From an optimization exercise on the open Yosys and OpenROAD flow, aimed at small area and a short achievable clock period; shortcuts taken in it are not production practice.
RTL that was checked went through simulation tests only; none was proved equivalent to the original.
Power figures rest on the tool's default switching activity, not on a simulated workload.

Design ring_buffer_double_ended_queue, start of the top module:
module ring_buffer_double_ended_queue (
  input  logic         clk_i,
  input  logic         rst_ni,
  input  logic         start_i,
  input  logic [34:0]  cmd_i_flat,
  output logic         busy_o,
  output logic         done_o,
  output logic [102:0] result_o_flat
);
Settings: LEC_CHECK=0, CAP_MARGIN=0, CORE_MARGIN=2, CORE_UTILIZATION=60, CTS_BUF_LIST=sky130_fd_sc_hd__clkbuf_16, CTS_CLUSTER_DIAMETER=60, CTS_CLUSTER_SIZE=25, SETUP_SLACK_MARGIN=2.75, SLEW_MARGIN=0; clock period 5.0 ns.
standard.sh (not shown) runs the stock make flow with config.mk's settings and CLKGATE_MAP_FILE= SYNTH_SCRIPT=/design/flow/synth_recipe.tcl, a recipe that flattens the netlist after the stock synthesis.
==> flow/flow/run.sh <==
#!/bin/bash
# Layout flow: the standard ORFS flow (standard.sh), unchanged except that the
# port buffers are plain sky130 buf_2 cells instead of the delay-cell buffers that
# buffer_ports picks by default.
set -euo pipefail
export BUFFER_PORTS_ARGS="-buffer_cell sky130_fd_sc_hd__buf_2"
bash standard.sh > standard_flow.log 2>&1
The baseline finished clean.
Rerun with:
CORE_UTILIZATION = 50   (was 60)
SETUP_SLACK_MARGIN = 2.8   (was 2.75)
Outcome: Wire length stays flat. Setup slack is better by 35 ps. Final area rises slightly. Global-route usage falls by 3.7 points.
Rerun with:
CORE_UTILIZATION = 60   (was 50)
Setup slack improved by 29 ps. Register-to-register slack barely changes. Hold slack got worse by 13 ps. Fmax rose by 1.3%.
No functional check of the RTL was part of any run of this note.


Setup of v31:
Another version of the RTL of ring_buffer_double_ended_queue (not shown whole).
For scale: ~1500 cells after synthesis, about 580 flip-flops, ~0.022 mm2 of cells after synthesis.
export LEC_CHECK = 0
export CAP_MARGIN = 20
export CORE_MARGIN = 2
export CORE_UTILIZATION = 60
export SETUP_SLACK_MARGIN = 2.7
export SLEW_MARGIN = 20
create_clock -name core_clock -period 5.0 [get_ports {clk_i}]
Scripts as last shown in full above: flow/flow/run.sh
v31 finished all stages; the layout is clean.
Relative to v31, the following input files were edited for v10:
- CTS_BUF_LIST: unset -> sky130_fd_sc_hd__clkbuf_16
- CTS_CLUSTER_SIZE: unset -> 25
- SETUP_SLACK_MARGIN: 2.7 -> 2.8
- CTS_CLUSTER_DIAMETER: unset -> 60
- CAP_MARGIN: 20 -> 0
- SLEW_MARGIN: 20 -> 0
## What came out
In terms of worst setup margin, v10 and v31 differ only marginally. Area added between synthesis and finish: lower on v31. Of v10 and v31, the higher sum of internal, switching and leakage power belongs to v31. Cmp v10 vs v31: fraction of power consumed by the clock network lower in v10. Diff v31 -> v10 | internal power component | decrease of about 9%. Upper clock frequency limit of v10 is on par with v31. Post-DP HPWL up about 5.4% in v10 wrt v31.
[inputs] v4 vs v10
- changing CAP_MARGIN from 0 to 20
- changing SLEW_MARGIN from 0 to 20
- removing CTS_CLUSTER_DIAMETER (formerly 60)
- removing CTS_BUF_LIST (formerly sky130_fd_sc_hd__clkbuf_16)
- removing CTS_CLUSTER_SIZE (formerly 25)
- removing SETUP_SLACK_MARGIN (formerly 2.8)
==> flow/run.sh (new file) <==
#!/bin/bash
# synth_recipe.tcl (not shown) runs the flow's synth.tcl, then flattens the netlist and writes it again
# the make line also repeats each setting of config.mk as NAME=value (left out here)
make -C /OpenROAD-flow-scripts/flow DESIGN_CONFIG=/design/flow/config.mk WORK_HOME=/design/flow/orfs CLKGATE_MAP_FILE= SYNTH_SCRIPT=/design/flow/synth_recipe.tcl finish
removed: flow/flow/run.sh
removed: flow/standard.sh
==> summary.txt <==
Per-cell routed wire length ends up lower on v4. Diff v10 -> v4: number of clock buffers in the layout increased about 90%, number of CTS-inserted buffers increased 51%, final cell count without fillers decreased 88, fraction of met2 tracks used by global routing decreased 6.1 points. Number of cells on the critical path (v4 over v10): decrease, 1. Looking at layout-stage area growth over the synthesis result, v4 sits below v10. In the metrics for v10 and v4, the one carrying the higher number of filler cells placed in the layout is v4. v10 has a lower peak per-stage delay on the critical path than v4. met3 demand-to-capacity share in global routing on v4 is up relative to v10.
Function was not checked in any run of this note: the RTL went through the layout flow alone.


The RTL this note starts from:
==> flow/design.v <==
package rbdeq_pkg;
  localparam int unsigned DEPTH = 16;
  localparam int unsigned CNT_W = $clog2(DEPTH + 1);
  localparam int unsigned WORD_W = 32;
  localparam int unsigned RING = DEPTH - 2;
  typedef enum logic [2:0] {
    FUNC_PUSH_FRONT = 3'd0,
    FUNC_PUSH_BACK  = 3'd1,
    FUNC_POP_FRONT  = 3'd2,
    FUNC_POP_BACK   = 3'd3,
    FUNC_NONE       = 3'd4
  } func_e;
  typedef enum logic [1:0] {
    ST_DONE       = 2'd0,
    ST_FULL       = 2'd1,
    ST_EMPTY      = 2'd2
  } status_e;
  typedef struct packed {
    logic [2:0]               func;
    logic signed [WORD_W-1:0] push_value;
  } cmd_t;
  typedef struct packed {
    logic signed [WORD_W-1:0] popped_value;
    logic [1:0]               status;
    logic [4:0]               count_after;
    logic signed [WORD_W-1:0] first_value;
    logic signed [WORD_W-1:0] last_value;
  } res_t;
endpackage
module rbdeq_cell (
  input  logic                                clk_i,
  input  logic                                push_f_i,
  input  logic                                push_b_i,
  input  logic                                sel_f_i,
  input  logic                                sel_b_i,
  input  logic signed [rbdeq_pkg::WORD_W-1:0] wdata_i,
  output logic signed [rbdeq_pkg::WORD_W-1:0] data_o
);
  logic we;
  assign we = (push_f_i && sel_f_i) || (push_b_i && sel_b_i);
  always_ff @(posedge clk_i) begin
    if (we) data_o <= wdata_i;
  end
endmodule
module ring_buffer_double_ended_queue (
  input  logic         clk_i,
  input  logic         rst_ni,
  input  logic         start_i,
  input  logic [34:0]  cmd_i_flat,
  output logic         busy_o,
  output logic         done_o,
  output logic [102:0] result_o_flat
);
  localparam int unsigned RING = rbdeq_pkg::RING;
  localparam int unsigned W    = rbdeq_pkg::WORD_W;
  rbdeq_pkg::cmd_t cmd_i;
  rbdeq_pkg::res_t result_o;
  assign cmd_i         = rbdeq_pkg::cmd_t'(cmd_i_flat);
  assign result_o_flat = result_o;
  logic [rbdeq_pkg::CNT_W-1:0] count_q, count_d, count_up, count_down;
  logic                        empty_q, one_q, two_q, full_q;
  logic                        empty_d, one_d, two_d, full_d;
  logic [RING-1:0]             head_q, head_d, tail_q, tail_d;
  logic [RING-1:0]             head_prev, head_next, tail_prev, tail_next;
  logic signed [W-1:0]         front_q, front_d, back_q, back_d;
  logic signed [W-1:0]         popped_q, popped_d;
  logic [1:0]                  status_q, status_d;
  logic                        done_q;
  logic signed [W-1:0]         ring_data [RING];
  logic signed [W-1:0]         ring_rdata, ring_wdata;
  logic [RING-1:0]             ring_rsel, wsel_f, wsel_b;
  logic accept, three, fifteen, ge2, ge3;
  logic req_pf, req_pb, req_qf, req_qb, req_push, req_pop;
  logic push_f, push_b, pop_f, pop_b, push_ring_f, push_ring_b;
  logic f_pv, f_back, f_ring, f_hold;
  logic b_pv, b_front, b_ring, b_hold;
  assign busy_o = 1'b0;
  assign accept = start_i;
  assign ge2     = !empty_q && !one_q;
  assign ge3     = ge2 && !two_q;
  assign three   = (count_q == 5'd3);
  assign fifteen = (count_q == 5'd15);
  assign req_pf   = accept && (cmd_i.func == rbdeq_pkg::FUNC_PUSH_FRONT);
  assign req_pb   = accept && (cmd_i.func == rbdeq_pkg::FUNC_PUSH_BACK);
  assign req_qf   = accept && (cmd_i.func == rbdeq_pkg::FUNC_POP_FRONT);
  assign req_qb   = accept && (cmd_i.func == rbdeq_pkg::FUNC_POP_BACK);
  assign req_push = accept && (cmd_i.func[2:1] == 2'b00);
  assign req_pop  = accept && (cmd_i.func[2:1] == 2'b01);
  assign push_f   = req_pf && !full_q;
  assign push_b   = req_pb && !full_q;
  assign pop_f    = req_qf && !empty_q;
  assign pop_b    = req_qb && !empty_q;
  assign head_prev = {head_q[0], head_q[RING-1:1]};
  assign head_next = {head_q[RING-2:0], head_q[RING-1]};
  assign tail_prev = {tail_q[0], tail_q[RING-1:1]};
  assign tail_next = {tail_q[RING-2:0], tail_q[RING-1]};
  for (genvar i = 0; i < RING; i++) begin : g_ring
    rbdeq_cell u_cell (
      .clk_i   (clk_i),
      .push_f_i(req_pf),
      .push_b_i(req_pb),
      .sel_f_i (wsel_f[i]),
      .sel_b_i (wsel_b[i]),
      .wdata_i (ring_wdata),
      .data_o  (ring_data[i])
    );
  end
  assign ring_rsel = cmd_i.func[0] ? tail_prev : head_q;
  always_comb begin
    ring_rdata = '0;
    for (int i = 0; i < RING; i++) begin
      ring_rdata = ring_rdata | (ring_rsel[i] ? ring_data[i] : '0);
    end
  end
  assign push_ring_f = ge2 && !full_q && req_pf;
  assign push_ring_b = ge2 && !full_q && req_pb;
  assign ring_wdata  = cmd_i.func[0] ? back_q : front_q;
  assign wsel_f      = full_q ? '0 : head_prev;
  assign wsel_b      = full_q ? '0 : tail_q;
  always_comb begin
    head_d = head_q;
    tail_d = tail_q;
    if (push_ring_f)         head_d = head_prev;
    if (req_qf && ge3)       head_d = head_next;
    if (push_ring_b)         tail_d = tail_next;
    if (req_qb && ge3)       tail_d = tail_prev;
  end
  assign f_pv    = push_f || (req_pb && empty_q);
  assign f_back  = req_qf && two_q;
  assign f_ring  = req_qf && ge3;
  assign f_hold  = !empty_q && !push_f && !req_qf && !(req_qb && one_q);
  assign b_pv    = push_b || (req_pf && empty_q);
  assign b_front = req_qb && two_q;
  assign b_ring  = req_qb && ge3;
  assign b_hold  = !empty_q && !push_b && !req_qb && !(req_qf && one_q);
  assign front_d = ({W{f_pv}} & cmd_i.push_value) | ({W{f_back}} & back_q) |
                   ({W{f_ring}} & ring_rdata) | ({W{f_hold}} & front_q);
  assign back_d  = ({W{b_pv}} & cmd_i.push_value) | ({W{b_front}} & front_q) |
                   ({W{b_ring}} & ring_rdata) | ({W{b_hold}} & back_q);
  for (genvar i = 0; i < rbdeq_pkg::CNT_W; i++) begin : g_step
    if (i == 0) begin : g_lsb
      assign count_up[i]   = !count_q[0];
      assign count_down[i] = !count_q[0];
    end else begin : g_bit
      assign count_up[i]   = count_q[i] ^ (&count_q[i-1:0]);
      assign count_down[i] = count_q[i] ^ !(|count_q[i-1:0]);
    end
  end
  always_comb begin
    count_d  = count_q;
    status_d = rbdeq_pkg::ST_DONE;
    popped_d = '0;
    if (push_f || push_b) count_d = count_up;
    if (pop_f || pop_b)   count_d = count_down;
    if (pop_f || pop_b) popped_d = ring_wdata;
    if (req_push && full_q)  status_d = rbdeq_pkg::ST_FULL;
    if (req_pop && empty_q)  status_d = rbdeq_pkg::ST_EMPTY;
  end
  assign empty_d = (empty_q && !req_push) || (one_q && req_pop);
  assign one_d   = (empty_q && req_push) || (one_q && !req_push && !req_pop) || (two_q && req_pop);
  assign two_d   = (one_q && req_push) || (two_q && !req_push && !req_pop) || (three && req_pop);
  assign full_d  = (full_q && !req_pop) || (fifteen && req_push);
  always_ff @(posedge clk_i or negedge rst_ni) begin
    if (!rst_ni) begin
      count_q <= '0;
      empty_q <= 1'b1;
      one_q   <= 1'b0;
      two_q   <= 1'b0;
      full_q  <= 1'b0;
      done_q  <= 1'b0;
      head_q  <= RING'(1);
      tail_q  <= RING'(1);
    end else begin
      count_q <= count_d;
      empty_q <= empty_d;
      one_q   <= one_d;
      two_q   <= two_d;
      full_q  <= full_d;
      done_q  <= accept;
      head_q  <= head_d;
      tail_q  <= tail_d;
    end
  end
  always_ff @(posedge clk_i) begin
    front_q  <= front_d;
    back_q   <= back_d;
    popped_q <= popped_d;
    status_q <= status_d;
  end
  assign done_o                = done_q;
  assign result_o.popped_value = popped_q;
  assign result_o.status       = status_q;
  assign result_o.count_after  = 5'(count_q);
  assign result_o.first_value  = front_q;
  assign result_o.last_value   = back_q;
endmodule
==> flow/config.mk <==
export PLATFORM = sky130hd
export DESIGN_NAME = ring_buffer_double_ended_queue
export DESIGN_NICKNAME = ring_buffer_double_ended_queue
export VERILOG_FILES = /design/flow/design.v
export SDC_FILE = /design/flow/constraint.sdc
export NUM_CORES = 4
export LEC_CHECK = 0
export CAP_MARGIN = 0
export CORE_MARGIN = 2
export CORE_UTILIZATION = 50
export CTS_BUF_LIST = sky130_fd_sc_hd__clkbuf_16
export CTS_CLUSTER_DIAMETER = 60
export CTS_CLUSTER_SIZE = 25
export SETUP_SLACK_MARGIN = 2.85
export SLEW_MARGIN = 0
export SYNTH_HIERARCHICAL = 1
==> flow/constraint.sdc <==
create_clock -name core_clock -period 5.0 [get_ports {clk_i}]
set_input_delay 1.0000 -clock core_clock [delete_from_list [all_inputs] [get_ports {clk_i}]]
set_output_delay 1.0000 -clock core_clock [all_outputs]
set_load 0.01 [all_outputs]
==> flow/flow/run.sh <==
#!/bin/bash
# Layout flow: the standard ORFS flow (standard.sh), unchanged except that the
# port buffers are plain sky130 buf_2 cells instead of the delay-cell buffers that
# buffer_ports picks by default.
set -euo pipefail
export BUFFER_PORTS_ARGS="-buffer_cell sky130_fd_sc_hd__buf_2"
bash standard.sh > standard_flow.log 2>&1
The baseline ran to the end with no violations.
Change:
- CORE_UTILIZATION: 50 -> 60
- SETUP_SLACK_MARGIN: 2.85 -> 2.75
After rerunning: Worst setup slack gets worse by 71 ps; non-clock buffer count went up by 9; worst hold slack degrades by 7.6 ps; combinational power goes down by a few percent; power shrinks by a few percent; area after synthesis stays the same; cell count falls by a few percent; register-to-register slack degrades by 90 ps; clock skew climbs by 14 ps; sequential power came out lower slightly; via count is lower slightly.
Change:
- SETUP_SLACK_MARGIN: 2.75 -> 2.8
After rerunning:
- design area came out higher slightly
- global-route usage came out lower by 0.67 points
- total power came out higher by a few percent
- worst hold slack is better by 22 ps
- worst setup slack is better by 13 ps
- cell count came out higher slightly
- via count came out higher by a few percent
- maximum frequency came out higher slightly
- synthesized cell count is unchanged
- sequential cell count does not change
Change:
- CORE_UTILIZATION: 60 -> 70
- SETUP_SLACK_MARGIN: 2.8 -> 2.85
The new run produced a clean layout.
Register-to-register slack improves by 60 ps.
Global-route usage rises by 3.9 points.
Via count rises by 1.1%.
Change:
- CORE_UTILIZATION: 70 -> 60
Outcome: Wire length is higher by 4.7%. Maximum frequency hardly moves. Cell area is higher by 1.5%. Clock-buffer cell count does not change. Area after synthesis does not change. Combinational power is higher by about 2%. Cell count is higher by 3.5%.
Change:
- SETUP_SLACK_MARGIN: 2.85 -> 2.9
Effect:
- clock-buffer cell count stays the same
- via count goes up by 3.7%
- non-clock buffer count goes up by 19
- routed wire length goes up by 5.7%
- total power goes up by about 1.3%
- core utilization goes up by 0.92 points
- hold slack gets worse by 24 ps
- maximum frequency goes up by 1.5%
- first-iteration DRC count goes up by 12%

==> separate check: timing with driven ports <==
The flow's constraints put no driver on any port. The routed layouts listed below were extracted and timed again, unchanged, in two steps. Step 1 sets driving cells, clkbuf_16 on the clock port and buf_2 on the other inputs (assumed; they add their load-dependent delay and slew). Step 2 also shifts input and output timing later by t, the mid clock arrival at the registers, as if the neighbouring blocks saw the same clock. a / b / c = no drivers / after step 1 / after step 2; a / b = the first two.
run	shift t [ns]	setup slack, ns	worst setup path after step 2	clock arrival spread, ns	cell pins on the clock port's net
the first run of note 1	0.613	2.687 / 2.685 / 2.072	input to register	0.035 / 0.035	1
the second run of note 1	0.641	2.722 / 2.668 / 2.027	input to register	0.022 / 0.022	1
the third run of note 1	0.605	2.751 / 2.747 / 2.142	input to register	0.030 / 0.031	1
v31	0.658	2.676 / 2.568 / 1.910	input to register	0.017 / 0.018	1
v10	0.623	2.675 / 2.600 / 1.977	input to register	0.022 / 0.022	1
v4	0.657	1.703 / 1.706 / 1.070	input to register	0.014 / 0.014	1
the first run of note 3	0.639	2.865 / 2.701 / 2.062	input to register	0.026 / 0.026	1
the second run of note 3	0.607	2.794 / 2.637 / 2.031	input to register	0.034 / 0.035	1
the third run of note 3	0.612	2.807 / 2.655 / 2.043	input to register	0.040 / 0.040	1
the fourth run of note 3	0.606	2.857 / 2.682 / 2.076	input to register	0.035 / 0.036	1
the fifth run of note 3	0.605	2.854 / 2.682 / 2.078	input to register	0.020 / 0.019	1
the sixth run of note 3	0.621	2.885 / 2.659 / 2.038	input to register	0.024 / 0.024	1
After both steps every run listed still meets setup and hold. The setup slack of the sixth run of note 3, which loses most, moves by -0.226 ns with the drivers and by -0.847 ns with both steps.
